What follows belongs to an exercise in optimizing a design on an open flow for small area, a short achievable clock period and few clock cycles per item; a production flow would make more cautious choices. Function was checked by simulation only, so behaviour that the tests miss may differ from the original.

==> flow/design.v (excerpt) <==
module mult_div_unit #(
  parameter int MUL_LAT = md_pkg::MUL_LAT_DEF
) (
  input  logic        clk,
  input  logic        rst_n,
  input  logic        start,
  input  logic        hilo,
  input  logic        we,
  input  logic [1:0]  op,
  input  logic        madd,
  input  logic [31:0] src_a,
  input  logic [31:0] src_b,
  output logic        busy,
  output logic [31:0] hi,
  output logic [31:0] lo,
  output logic [31:0] rd_data
);
clock: 13.0 ns
lec_check: 0
abc_clock_period_in_ps: 6000
cap_margin: 20
core_margin: 2
core_utilization: 40
slew_margin: 20
run.sh (not shown) runs the stock make flow with config.mk's settings and CLKGATE_MAP_FILE= SYNTH_SCRIPT=/design/flow/synth_recipe.tcl, a recipe that flattens the netlist after the stock synthesis.
The first run went through all stages and came out clean.
Testbench counts at the start, summed over its fixed seeds: cycles 8,290, ops 1,920.
==> next run, changes <==
SETUP_SLACK_MARGIN = 5   (was not set)
Effect: Non-clock buffer count goes up by 66. Worst setup slack improves by 2.1 ns. Flip-flop and latch count stays the same. Wire length hardly moves. Hold slack gets worse by 0.017 ns. Utilization climbs by 1.3 points. Final cell count grows by about 1.5%. Global-route usage goes down by 0.11 points.

========
mult_div_unit, a different RTL version from the one above (not shown whole).
Size in the first run: ~150 flip-flops, roughly 170 I/O pins.
==> flow/config.mk <==
export PLATFORM = sky130hd
export DESIGN_NAME = mult_div_unit
export DESIGN_NICKNAME = mult_div_unit
export VERILOG_FILES = /design/flow/design.v
export SDC_FILE = /design/flow/constraint.sdc
export NUM_CORES = 4
export LEC_CHECK = 0
export ABC_AREA = 1
export CAP_MARGIN = 20
export CORE_MARGIN = 2
export CORE_UTILIZATION = 40
export SETUP_SLACK_MARGIN = 5
export SLEW_MARGIN = 20
==> flow/constraint.sdc <==
create_clock -name core_clock -period 13.0 [get_ports {clk}]
set_input_delay 2.6000 -clock core_clock [delete_from_list [all_inputs] [get_ports {clk}]]
set_output_delay 2.6000 -clock core_clock [all_outputs]
set_load 0.01 [all_outputs]
standard.sh (not shown) runs the stock make flow with config.mk's settings and CLKGATE_MAP_FILE= SYNTH_SCRIPT=/design/flow/synth_recipe.tcl, a recipe that flattens the netlist after the stock synthesis.
==> flow/flow/run.sh <==
#!/bin/bash
# The standard layout with two changes that leave the design and its registers alone:
# - the ports are buffered by buf_2 cells instead of the delay buffers buffer_ports
#   picks by default;
# - Yosys's synth skips its quick abc pass (-noabc), so that extract_fa sees the adder
#   trees as written instead of re-mapped with arbitrary polarities (fewer inverters
#   between the full adders).  The final ABC mapping is the standard one.
set -e
export BUFFER_PORTS_ARGS="-buffer_cell sky130_fd_sc_hd__buf_2"
export SYNTH_ARGS="-noabc"
bash standard.sh > standard.log 2>&1
The baseline completed without violations.
Testbench counts at the start, summed over its fixed seeds: cycles 4,322, ops 1,920.
Edit:
--- a/flow/config.mk
+++ b/flow/config.mk
@@ -12 +12 @@
-export SETUP_SLACK_MARGIN = 5
+export SETUP_SLACK_MARGIN = 4.5
@@ -13,0 +14 @@
+export TNS_END_PERCENT = 30
Outcome:
- via count is lower by 2.5%
- wire length is lower by 9.8%
- setup slack degrades by 0.31 ns
- non-clock buffer count is lower by 97
Edit:
==> flow/flow/run.sh (replaced) <==
#!/bin/bash
# The standard layout, with the ports buffered by buf_2 cells instead of the delay
# buffers buffer_ports picks by default.  Everything else is the standard flow.
set -e
export BUFFER_PORTS_ARGS="-buffer_cell sky130_fd_sc_hd__buf_2"
bash standard.sh > standard.log 2>&1
--- a/flow/config.mk
+++ b/flow/config.mk
@@ -8 +7,0 @@
-export ABC_AREA = 1
@@ -12 +11 @@
-export SETUP_SLACK_MARGIN = 4.5
+export SETUP_SLACK_MARGIN = 3.5
@@ -14 +12,0 @@
-export TNS_END_PERCENT = 30
What happened: Core utilization is lower by 2.9 points. Setup slack got worse by 0.84 ns. Sequential cell count is unchanged. Non-clock buffer count came out lower by 46. Die area came out higher by 3.4%.
Edit:
==> flow/flow/run.sh (replaced) <==
#!/bin/bash
# The standard layout with two changes that leave the design and its registers alone:
# - the ports are buffered by buf_2 cells instead of the delay buffers buffer_ports
#   picks by default;
# - Yosys's synth skips its quick abc pass (-noabc), so that extract_fa sees the adder
#   trees as written instead of re-mapped with arbitrary polarities (fewer inverters
#   between the full adders).  The final ABC mapping is the standard one.
set -e
export BUFFER_PORTS_ARGS="-buffer_cell sky130_fd_sc_hd__buf_2"
export SYNTH_ARGS="-noabc"
bash standard.sh > standard.log 2>&1
--- a/flow/config.mk
+++ b/flow/config.mk
@@ -7,0 +8 @@
+export ABC_AREA = 1
@@ -11 +12 @@
-export SETUP_SLACK_MARGIN = 3.5
+export SETUP_SLACK_MARGIN = 4.0
Effect: Hold slack loses 0.079 ns; wire length climbs by about 2.2%; worst setup slack is better by 0.49 ns; cell count is higher by 10%; synthesized area shrinks by 3.4%; clock skew shrinks by 0.0063 ns; fmax is higher by 5.5%; clock-buffer cell count is higher by 1; global-route usage goes up by 1.9 points.

========
mult_div_unit again, from the RTL that the note above started with.
==> flow/config.mk <==
export PLATFORM = sky130hd
export DESIGN_NAME = mult_div_unit
export DESIGN_NICKNAME = mult_div_unit
export VERILOG_FILES = /design/flow/design.v
export SDC_FILE = /design/flow/constraint.sdc
export NUM_CORES = 4
export LEC_CHECK = 0
export ABC_AREA = 1
export CAP_MARGIN = 20
export CORE_MARGIN = 2
export CORE_UTILIZATION = 40
export SETUP_SLACK_MARGIN = 3.5
export SLEW_MARGIN = 20
==> flow/constraint.sdc <==
create_clock -name core_clock -period 13.0 [get_ports {clk}]
set_input_delay 2.6000 -clock core_clock [delete_from_list [all_inputs] [get_ports {clk}]]
set_output_delay 2.6000 -clock core_clock [all_outputs]
set_load 0.01 [all_outputs]
==> flow/flow/run.sh <==
#!/bin/bash
# The standard layout, with the ports buffered by buf_2 cells instead of the delay
# buffers buffer_ports picks by default.  Everything else is the standard flow.
set -e
export BUFFER_PORTS_ARGS="-buffer_cell sky130_fd_sc_hd__buf_2"
bash standard.sh > standard.log 2>&1
The first run ran to the end with no violations.
Testbench counts at the start, summed over its fixed seeds: cycles 4,322, ops 1,920.
Rerun with:
Settings changed: SETUP_SLACK_MARGIN 3.5 to 5.
Maximum frequency is higher by a little under a tenth.
Die area does not change.
Register-to-register slack gets better by 340 ps.
Count of clock-buffer cells in the layout is lower by 1.
Non-clock buffer count is higher by 184.
First-iteration DRC count is higher by a little under a tenth.
Rerun with:
Settings changed: SETUP_SLACK_MARGIN 5 to 4.5.
Effect: Wire length came out higher by 1.3%; non-clock buffer count drops by 67; die area does not change; worst setup slack improves by 130 ps; maximum frequency went up by 1.5%; clock-buffer cell count falls by 1; core utilization fell by 2.4 points.
Rerun with:
==> flow/flow/run.sh (replaced) <==
#!/bin/bash
# The standard layout with two changes that leave the design and its registers alone:
# - the ports are buffered by buf_2 cells instead of the delay buffers buffer_ports
#   picks by default;
# - Yosys's synth skips its quick abc pass (-noabc), so that extract_fa sees the adder
#   trees as written instead of re-mapped with arbitrary polarities (fewer inverters
#   between the full adders).  The final ABC mapping is the standard one.
set -e
export BUFFER_PORTS_ARGS="-buffer_cell sky130_fd_sc_hd__buf_2"
export SYNTH_ARGS="-noabc"
bash standard.sh > standard.log 2>&1
What happened: The changed run ran to the end with no violations; critical path depth came out lower by 6; clock-buffer cell count came out higher by 5; routed wire length came out lower by 4.9%; fmax came out higher by 1.0%.

## port drivers added, routing unchanged
Ports are ideal in the flow. The routed layouts listed here were re-timed in OpenROAD. Step 1, drivers: a clkbuf_16 drives clk and a buf_2 each remaining input, both assumed. Step 2 times the ports against the registers' clock, not the clock port: input delays grow and output delays shrink by t, the midpoint of the rising clock arrivals with the driver on. a / b / c = no drivers / after step 1 / after step 2; a / b = the first two.
| run | shift t [ns] | setup slack, ns | hold WS [ns] | worst data-port slew with drivers (ns) | pins driven straight from the clock port |
|---|---|---|---|---|---|
| the first run of note 1 | 0.564 | 2.868 / 2.868 / 2.868 | 0.632 / 0.632 / 0.632 | 0.09 | 1 |
| the second run of note 1 | 0.536 | 4.955 / 4.955 / 4.955 | 0.615 / 0.615 / 0.615 | 0.07 | 1 |
| the first run of note 2 | 0.560 | 4.788 / 4.800 / 4.240 | 0.519 / 0.519 / 0.519 | 0.08 | 1 |
| the second run of note 2 | 0.534 | 4.478 / 4.510 / 3.975 | 0.530 / 0.530 / 0.530 | 0.06 | 1 |
| the third run of note 2 | 0.556 | 3.635 / 3.663 / 3.107 | 0.614 / 0.614 / 0.614 | 0.09 | 1 |
| the fourth run of note 2 | 0.536 | 4.124 / 4.155 / 3.619 | 0.536 / 0.536 / 0.536 | 0.07 | 1 |
| the first run of note 3 | 0.570 | 3.567 / 3.599 / 3.029 | 0.524 / 0.524 / 0.524 | 0.07 | 1 |
| the second run of note 3 | 0.581 | 4.299 / 4.334 / 3.752 | 0.543 / 0.543 / 0.543 | 0.05 | 1 |
| the third run of note 3 | 0.589 | 4.429 / 4.462 / 3.873 | 0.531 / 0.531 / 0.531 | 0.08 | 1 |
| the fourth run of note 3 | 0.527 | 4.518 / 4.541 / 4.014 | 0.524 / 0.524 / 0.524 | 0.06 | 1 |
After both steps setup and hold are still met in every run listed. The setup slack of the third run of note 3, which loses most, moves by +0.033 ns with the drivers and by -0.556 ns with both steps.
